From an optimization exercise on the open Yosys and OpenROAD flow, aimed at small area and a short achievable clock period; shortcuts taken in it are not production practice. At most, simulation tests tie the RTL to the original design; equivalence was not proved. Power is estimated from default activity; no workload was simulated.

Setup of job 101:
Design arena_top, start of the top module:
module arena_top
(
    input  logic                    Clk,
    input  logic                    rst_n,
    input  logic                    wb_cyc,
    input  logic                    wb_stb,
    input  logic                    wb_we,
    input  logic [3-1:0] wb_adr,
    input  logic [31:0]             wb_dat_w,
    output logic [31:0]             wb_dat_r,
    output logic                    wb_ack,
    input  arena_pkg::coord_t                  pix_x,
    input  arena_pkg::coord_t                  pix_y,
    input  logic                    pix_valid,
    input  logic                    frame_tick
);
clock: 5.8 ns
lec_check: 0
abc_area: 1
cap_margin: 20
core_margin: 2
core_utilization: 55
setup_slack_margin: 3.5
slew_margin: 20
tns_end_percent: 0
standard.sh (not shown) runs the stock make flow with config.mk's settings and CLKGATE_MAP_FILE= SYNTH_SCRIPT=/design/flow/synth_recipe.tcl, a recipe that flattens the netlist after the stock synthesis.
==> flow/flow/run.sh <==
#!/bin/bash
# The standard layout with these changes:
#  - synthesis maps with the ABC script in flow/abc_area.script (selected by
#    ABC_AREA=1) and leaves adders to ABC (no ADDER_MAP_FILE); the rest of the
#    ORFS scripts are unchanged copies
#  - the port buffers are plain buf cells, which the timing repair can resize
#  - timing repair may resize cells to other footprints
#  - the slow low-power clock inverters (clkinvlp) and the slower variants of
#    cells that have a faster one of the same area are added to the
#    platform's don't-use list, so logic is not mapped onto them
set -euo pipefail
PLATFORM_DONT_USE="sky130_fd_sc_hd__probe_p_8 sky130_fd_sc_hd__probec_p_8 sky130_fd_sc_hd__lpflow_bleeder_1 sky130_fd_sc_hd__lpflow_clkbufkapwr_1 sky130_fd_sc_hd__lpflow_clkbufkapwr_16 sky130_fd_sc_hd__lpflow_clkbufkapwr_2 sky130_fd_sc_hd__lpflow_clkbufkapwr_4 sky130_fd_sc_hd__lpflow_clkbufkapwr_8 sky130_fd_sc_hd__lpflow_clkinvkapwr_1 sky130_fd_sc_hd__lpflow_clkinvkapwr_16 sky130_fd_sc_hd__lpflow_clkinvkapwr_2 sky130_fd_sc_hd__lpflow_clkinvkapwr_4 sky130_fd_sc_hd__lpflow_clkinvkapwr_8 sky130_fd_sc_hd__lpflow_decapkapwr_12 sky130_fd_sc_hd__lpflow_decapkapwr_3 sky130_fd_sc_hd__lpflow_decapkapwr_4 sky130_fd_sc_hd__lpflow_decapkapwr_6 sky130_fd_sc_hd__lpflow_decapkapwr_8 sky130_fd_sc_hd__lpflow_inputiso0n_1 sky130_fd_sc_hd__lpflow_inputiso0p_1 sky130_fd_sc_hd__lpflow_inputiso1n_1 sky130_fd_sc_hd__lpflow_inputiso1p_1 sky130_fd_sc_hd__lpflow_inputisolatch_1 sky130_fd_sc_hd__lpflow_isobufsrc_1 sky130_fd_sc_hd__lpflow_isobufsrc_16 sky130_fd_sc_hd__lpflow_isobufsrc_2 sky130_fd_sc_hd__lpflow_isobufsrc_4 sky130_fd_sc_hd__lpflow_isobufsrc_8 sky130_fd_sc_hd__lpflow_isobufsrckapwr_16 sky130_fd_sc_hd__lpflow_lsbuf_lh_hl_isowell_tap_1 sky130_fd_sc_hd__lpflow_lsbuf_lh_hl_isowell_tap_2 sky130_fd_sc_hd__lpflow_lsbuf_lh_hl_isowell_tap_4 sky130_fd_sc_hd__lpflow_lsbuf_lh_isowell_4 sky130_fd_sc_hd__lpflow_lsbuf_lh_isowell_tap_1 sky130_fd_sc_hd__lpflow_lsbuf_lh_isowell_tap_2 sky130_fd_sc_hd__lpflow_lsbuf_lh_isowell_tap_4"
SLOW_SAME_AREA="sky130_fd_sc_hd__o21ai_0 sky130_fd_sc_hd__a21boi_0 sky130_fd_sc_hd__and2_0 sky130_fd_sc_hd__o311ai_0 sky130_fd_sc_hd__or2_0"
rm -rf scripts_copy
cp -r "$FLOW_HOME/scripts" scripts_copy
cp flow/abc_area.script scripts_copy/abc_area.script
bash standard.sh "SCRIPTS_DIR=$PWD/scripts_copy" ADDER_MAP_FILE= \
    "BUFFER_PORTS_ARGS=-buffer_cell sky130_fd_sc_hd__buf_2" \
    MATCH_CELL_FOOTPRINT=0 \
    "DONT_USE_CELLS=$PLATFORM_DONT_USE sky130_fd_sc_hd__clkinvlp_2 sky130_fd_sc_hd__clkinvlp_4 $SLOW_SAME_AREA" \
    finish > standard_flow.log 2>&1
Other scripts of this flow, unchanged in this note and not shown: flow/flow/abc_area.script
The inputs of job 102 differ from those of job 101 as listed below.
--- a/flow/design.v
+++ b/flow/design.v
@@ -112,35 +112,26 @@
         logic [12:0] m;      
         score[2:0] = score_lo[2:0];
         for (int i = 3; i < 16; i++) begin
             m = {13{1'b1}} >> (16 - i);
             score[i] = score_base[i] ^ (score_lo[3] & (&(score_base[15:3] | ~m)));
         end
     end
     logic req, wr;
     assign req = wb_cyc && wb_stb && !wb_ack;
     assign wr  = req && wb_we;
+    logic [NS-1:0][CW-1:0] flip_x, flip_y;
     logic [1:0]    rsel;
-    logic [CW-1:0] sel_x, sel_y, rd_x, rd_y;
-    logic [3:0]    rd_mv;
-    assign rsel  = wb_adr[1:0];
-    assign sel_x = mon_x[rsel];
-    assign sel_y = mon_y[rsel];
-    assign rd_mv = alive[rsel] ? 4'b0 : mv[rsel];
-    always_comb begin
-        rd_x = sel_x;
-        rd_y = sel_y;
-        if (rd_mv[3]) rd_x = dec10(sel_x);
-        if (rd_mv[2]) rd_x = inc10(sel_x);
-        if (rd_mv[1]) rd_y = dec10(sel_y);
-        if (rd_mv[0]) rd_y = inc10(sel_y);
-    end
+    logic [CW-1:0] rd_x, rd_y;
+    assign rsel = wb_adr[1:0];
+    assign rd_x = mon_x[rsel] ^ flip_x[rsel];
+    assign rd_y = mon_y[rsel] ^ flip_y[rsel];
     function automatic logic [31:0] xy_word(input logic [CW-1:0] x, input logic [CW-1:0] y,
                                             input logic b31);
         xy_word = '0;
         xy_word[CW-1:0]   = x;
         xy_word[16 +: CW] = y;
         xy_word[31]       = b31;
     endfunction
     logic [31:0] rd_data;
     always_comb begin
         case (wb_adr)
@@ -272,20 +263,30 @@
         assign x_lt = lt11({1'b0, mon_x[i]}, {1'b0, player_x});
         assign x_gt = lt11({1'b0, player_x}, {1'b0, mon_x[i]});
         assign y_lt = lt11({1'b0, mon_y[i]}, {1'b0, player_y});
         assign y_gt = lt11({1'b0, player_y}, {1'b0, mon_y[i]});
         assign step = frame_tick && alive[i] && !restart;
         logic [CW-1:0] x_inc, x_dec, y_inc, y_dec;
         assign x_inc = inc10(mon_x[i]);
         assign x_dec = dec10(mon_x[i]);
         assign y_inc = inc10(mon_y[i]);
         assign y_dec = dec10(mon_y[i]);
+        logic [3:0] back;
+        assign back = alive[i] ? 4'b0 : mv[i];
+        always_comb begin
+            flip_x[i] = '0;
+            flip_y[i] = '0;
+            if (back[3]) flip_x[i] = x_dec ^ mon_x[i];
+            if (back[2]) flip_x[i] = x_inc ^ mon_x[i];
+            if (back[1]) flip_y[i] = y_dec ^ mon_y[i];
+            if (back[0]) flip_y[i] = y_inc ^ mon_y[i];
+        end
         always_ff @(posedge Clk) begin
             if (!rst_n) begin
                 alive_q[i] <= 1'b0;
                 mon_x[i]   <= '0;
                 mon_y[i]   <= '0;
                 mv[i]      <= '0;
             end else begin
                 alive_q[i] <= !restart && (alive[i] || spawn_load[i]);
                 if (alive[i] || spawn_load[i]) begin
                     mv[i] <= step ? {x_lt, x_gt, y_lt, y_gt} : 4'b0;
## What came out
- Changes observed in job 102 relative to job 101: clock network fraction of design power +1.4 points, total of fill cells in the finished design +129.
- Number of setup buffers added after CTS for job 102: 8 down relative to job 101
- On initial core utilization, job 102 and job 101 are neck and neck.
- Post-cts resize count came out higher on job 102 than on job 101.
- Summary of job 102 over job 101: net switching component of the power rose by 3.9%, total power stayed essentially flat, die area rose by 7.2%, final cycle utilization of the critical path fell by 8.3 points, height of the die rose by 3.5%.
- Minimum period implied by the final worst setup slack for job 102 is lower than for job 101.
- Job 102: number of buffers other than clock buffers in the final layout is about 13% lower than what job 101 reported.
Only the layout flow was run in job 101; the RTL was not checked for function there.

==> separate check: timing with driven ports <==
Ports are ideal in the flow. The routed layouts listed here were re-timed in OpenROAD. Step 1 (the two cells are an assumption about what drives the block):
set clk [get_ports {Clk}]
set_driving_cell -lib_cell sky130_fd_sc_hd__clkbuf_16 $clk
set_driving_cell -lib_cell sky130_fd_sc_hd__buf_2 [delete_from_list [all_inputs] $clk]
Step 2 moves the port delays by t, midway between the first and last clock arrival at a register: inputs arrive t later, outputs are due t later. That takes back most of the time a late clock gives input paths. Three values: ideal, step 1, step 2; two values: the first two.
run | t, ns | slack for setup (ns) | hold slack, ns
job 101 | 0.514 | 2.822 / 2.837 / 2.323 | 0.451 / 0.451 / 0.451
job 102 | 0.520 | 3.301 / 3.329 / 2.809 | 0.471 / 0.471 / 0.471
After both steps every run listed still meets setup and hold. For job 101, which loses most, drivers alone change the setup slack by +0.015 ns; drivers and shift together by -0.499 ns.
